Source: an optimization exercise on an open RTL-to-GDS flow (aim: small area). Production flows keep margins and buffers that such runs may drop. In this exercise RTL edits were held to simulation tests only and were not proved equivalent to the original. Power and IR drop assume default switching activity.

==> flow/design.v <==
module rf_word_q #(
    parameter int W = 32
) (
    input  logic         clk,
    input  logic [W-1:0] d,
    output logic [W-1:0] q
);
    always_ff @(posedge clk) q <= d;
endmodule
module rf_wmux #(
    parameter int W = 32
) (
    input  logic         sel,
    input  logic         seln,
    input  logic [W-1:0] w,
    input  logic [W-1:0] q,
    output logic [W-1:0] d
);
    assign d = ({W{sel}} & w) | ({W{seln}} & q);
endmodule
module rf_rsel #(
    parameter int N = 32,
    parameter int A = 5
) (
    input  logic         en,
    input  logic [A-1:0] ra,
    input  logic [N-1:1] valid,
    output logic [N-1:1] sel
);
    always_comb begin
        for (int i = 1; i < N; i++) begin
            sel[i] = en && valid[i] && (ra == A'(i));
        end
    end
endmodule
module rf_aoi3 (
    input  logic [2:0] s,
    input  logic [2:0] q,
    output logic       y
);
    assign y = ~|(s & q);
endmodule
module rf_rbit #(
    parameter int N = 32
) (
    input  logic [N-1:1] sel,
    input  logic [N-1:1] q,
    output logic         y
);
    localparam int NG  = (N - 1) / 3;
    localparam int REM = (N - 1) % 3;
    localparam int NT  = NG + (REM != 0 ? 1 : 0);
    logic [NT-1:0] t;
    for (genvar g = 0; g < NG; g++) begin : g_grp
        rf_aoi3 u_aoi (.s(sel[3*g+3:3*g+1]), .q(q[3*g+3:3*g+1]), .y(t[g]));
    end
    if (REM != 0) begin : g_rem
        assign t[NT-1] = ~|(sel[N-1:3*NG+1] & q[N-1:3*NG+1]);
    end
    assign y = ~&t;
endmodule
module rf_cnt #(
    parameter int W = 32
) (
    input  logic         clk,
    input  logic         rst,
    input  logic         inc,
    output logic [W-1:0] q
);
    logic [W:0]   c;
    logic [W-1:0] s;
    assign c[0] = inc;
    for (genvar i = 0; i < W; i++) begin : g_ha
        assign s[i]   = q[i] ^ c[i];
        assign c[i+1] = q[i] & c[i];
    end
    always_ff @(posedge clk or negedge rst) begin
        if (!rst) q <= '0;
        else      q <= s;
    end
endmodule
module regfile #(
    parameter int DATA_W = 32,
    parameter int ADDR_W = 5,
    parameter int CNT_W  = 32
) (
    input  logic              clk,
    input  logic              rst,
    input  logic              we,
    input  logic [ADDR_W-1:0] waddr,
    input  logic [DATA_W-1:0] wdata,
    input  logic              re1,
    input  logic [ADDR_W-1:0] raddr1,
    output logic [DATA_W-1:0] rdata1,
    input  logic              re2,
    input  logic [ADDR_W-1:0] raddr2,
    output logic [DATA_W-1:0] rdata2,
    output logic [CNT_W-1:0]  wr_cnt
);
    localparam int DEPTH = 1 << ADDR_W;
    logic [DATA_W-1:0] q     [DEPTH];
    logic [DATA_W-1:0] d     [DEPTH];
    logic [DEPTH-1:1]  qt    [DATA_W];
    logic [DEPTH-1:1]  wsel;
    logic [DEPTH-1:1]  wseln;
    logic [DEPTH-1:1]  valid_q;
    logic [DEPTH-1:1]  rsel1;
    logic [DEPTH-1:1]  rsel2;
    logic [CNT_W-1:0]  wr_cnt_q;
    logic              commit;
    assign commit = we && (waddr != '0);
    always_comb begin
        for (int i = 1; i < DEPTH; i++) begin
            wsel[i]  = commit && (waddr == ADDR_W'(i));
            wseln[i] = !wsel[i];
        end
    end
    always_ff @(posedge clk or negedge rst) begin
        if (!rst) begin
            valid_q <= '0;
        end else begin
            valid_q <= valid_q | wsel;
        end
    end
    rf_cnt #(.W(CNT_W)) u_cnt (.clk(clk), .rst(rst), .inc(commit), .q(wr_cnt_q));
    for (genvar i = 1; i < DEPTH; i++) begin : g_word
        for (genvar k = 0; k < DATA_W / 8; k++) begin : g_byte
            rf_wmux #(.W(8)) u_wmux (
                .sel(wsel[i]), .seln(wseln[i]), .w(wdata[8*k+7:8*k]),
                .q(q[i][8*k+7:8*k]), .d(d[i][8*k+7:8*k])
            );
        end
        rf_word_q #(.W(DATA_W)) u_q (.clk(clk), .d(d[i]), .q(q[i]));
        for (genvar b = 0; b < DATA_W; b++) begin : g_t
            assign qt[b][i] = q[i][b];
        end
    end
    rf_rsel #(.N(DEPTH), .A(ADDR_W)) u_rsel1 (
        .en(rst && re1), .ra(raddr1), .valid(valid_q), .sel(rsel1)
    );
    rf_rsel #(.N(DEPTH), .A(ADDR_W)) u_rsel2 (
        .en(rst && re2), .ra(raddr2), .valid(valid_q), .sel(rsel2)
    );
    for (genvar b = 0; b < DATA_W; b++) begin : g_bit
        rf_rbit #(.N(DEPTH)) u_r1 (.sel(rsel1), .q(qt[b]), .y(rdata1[b]));
        rf_rbit #(.N(DEPTH)) u_r2 (.sel(rsel2), .q(qt[b]), .y(rdata2[b]));
    end
    assign wr_cnt = wr_cnt_q;
endmodule
export LEC_CHECK = 0
export CAP_MARGIN = 10
export CORE_MARGIN = 2
export CORE_UTILIZATION = 40
export SETUP_SLACK_MARGIN = 0.2
export SLEW_MARGIN = 10
export SYNTH_HIERARCHICAL = 1
create_clock -name core_clock -period 7.0 [get_ports {clk}]
standard.sh (not shown) runs the stock make flow with config.mk's settings and CLKGATE_MAP_FILE= SYNTH_SCRIPT=/design/flow/synth_recipe.tcl, a recipe that flattens the netlist after the stock synthesis.
==> flow/flow/run.sh <==
#!/bin/bash
# Layout flow: the standard ORFS flow, with two changes after synthesis:
#  - port buffers use the smallest buffer (buf_1) instead of the resizer's pick;
#  - clock tree synthesis inserts no dummy loads and builds from clkbuf_8,
#    with clusters of up to 18 sinks.
# Synthesis is the standard one, unchanged. Each step's output goes to a log here.
set -euo pipefail
bash standard.sh synth > synth.log 2>&1
bash standard.sh \
  "BUFFER_PORTS_ARGS=-buffer_cell sky130_fd_sc_hd__buf_1" \
  "CTS_ARGS=-sink_clustering_enable -repair_clock_nets -dont_use_dummy_load -buf_list sky130_fd_sc_hd__clkbuf_8 -sink_clustering_size 18 -sink_clustering_max_diameter 50" \
  finish > layout.log 2>&1
==> next run, changes <==
--- a/flow/design.v
+++ b/flow/design.v
@@ -58,28 +58,8 @@
         assign t[NT-1] = ~|(sel[N-1:3*NG+1] & q[N-1:3*NG+1]);
     end
     assign y = ~&t;
 endmodule
-module rf_cnt #(
-    parameter int W = 32
-) (
-    input  logic         clk,
-    input  logic         rst,
-    input  logic         inc,
-    output logic [W-1:0] q
-);
-    logic [W:0]   c;
-    logic [W-1:0] s;
-    assign c[0] = inc;
-    for (genvar i = 0; i < W; i++) begin : g_ha
-        assign s[i]   = q[i] ^ c[i];
-        assign c[i+1] = q[i] & c[i];
-    end
-    always_ff @(posedge clk or negedge rst) begin
-        if (!rst) q <= '0;
-        else      q <= s;
-    end
-endmodule
 module regfile #(
     parameter int DATA_W = 32,
     parameter int ADDR_W = 5,
     parameter int CNT_W  = 32
@@ -99,35 +79,35 @@
 );
     localparam int DEPTH = 1 << ADDR_W;
     logic [DATA_W-1:0] q     [DEPTH];
     logic [DATA_W-1:0] d     [DEPTH];
+    logic [DATA_W-1:0] qt1   [DATA_W];
     logic [DEPTH-1:1]  qt    [DATA_W];
     logic [DEPTH-1:1]  wsel;
-    logic [DEPTH-1:1]  wseln;
     logic [DEPTH-1:1]  valid_q;
     logic [DEPTH-1:1]  rsel1;
     logic [DEPTH-1:1]  rsel2;
     logic [CNT_W-1:0]  wr_cnt_q;
     logic              commit;
     assign commit = we && (waddr != '0);
     always_comb begin
         for (int i = 1; i < DEPTH; i++) begin
-            wsel[i]  = commit && (waddr == ADDR_W'(i));
-            wseln[i] = !wsel[i];
+            wsel[i] = commit && (waddr == ADDR_W'(i));
         end
     end
     always_ff @(posedge clk or negedge rst) begin
         if (!rst) begin
-            valid_q <= '0;
+            valid_q  <= '0;
+            wr_cnt_q <= '0;
         end else begin
-            valid_q <= valid_q | wsel;
+            valid_q  <= valid_q | wsel;
+            wr_cnt_q <= wr_cnt_q + CNT_W'(commit);
         end
     end
-    rf_cnt #(.W(CNT_W)) u_cnt (.clk(clk), .rst(rst), .inc(commit), .q(wr_cnt_q));
     for (genvar i = 1; i < DEPTH; i++) begin : g_word
         for (genvar k = 0; k < DATA_W / 8; k++) begin : g_byte
             rf_wmux #(.W(8)) u_wmux (
-                .sel(wsel[i]), .seln(wseln[i]), .w(wdata[8*k+7:8*k]),
+                .sel(wsel[i]), .seln(!wsel[i]), .w(wdata[8*k+7:8*k]),
                 .q(q[i][8*k+7:8*k]), .d(d[i][8*k+7:8*k])
             );
         end
         rf_word_q #(.W(DATA_W)) u_q (.clk(clk), .d(d[i]), .q(q[i]));
Result: Wire length goes down by a few percent. Global-route usage is lower by 1.1 points. Maximum frequency rose by roughly a tenth. Setup slack gets better by 0.59 ns. Synthesized area barely changes. Clock power barely changes. Clock-buffer cell count does not change. Non-clock buffer count shrinks by 17. Critical path depth came out lower by 27. Combinational power hardly moves. Total power hardly moves. Via count falls slightly. Register-to-register slack gains 3.6 ns. Die area barely changes.

## static timing again, ports no longer ideal
How much do the figures lean on ideal ports? The routed layouts below were timed once more, with nothing changed but the port constraints. Step 1: set_driving_cell puts a clkbuf_16 on clk and a buf_2 on each other input, an assumption about the parent block. Step 2, shift: input delay + t, output delay - t, t = (earliest + latest rising clock arrival at the registers) / 2. This alone moves slack from input paths to output paths. Three values: ideal ports, drivers, drivers and shift; two values: the first two.
| run | shift t [ns] | setup slack, ns | worst hold slack (ns) | clock arrival spread, ns | worst data-port slew with drivers (ns) |
|---|---|---|---|---|---|
| the first run | 0.852 | 0.385 / 0.439 / -0.412 | 0.465 / 0.465 / 0.465 | 0.131 / 0.131 | 0.20 |
| the second run | 0.847 | 0.970 / 0.942 / 0.942 | 0.481 / 0.481 / 0.481 | 0.105 / 0.105 | 0.11 |
With both steps, setup timing fails in the first run, where it was met with ideal ports. For the first run, which loses most, drivers alone change the setup slack by +0.054 ns; drivers and shift together by -0.797 ns.
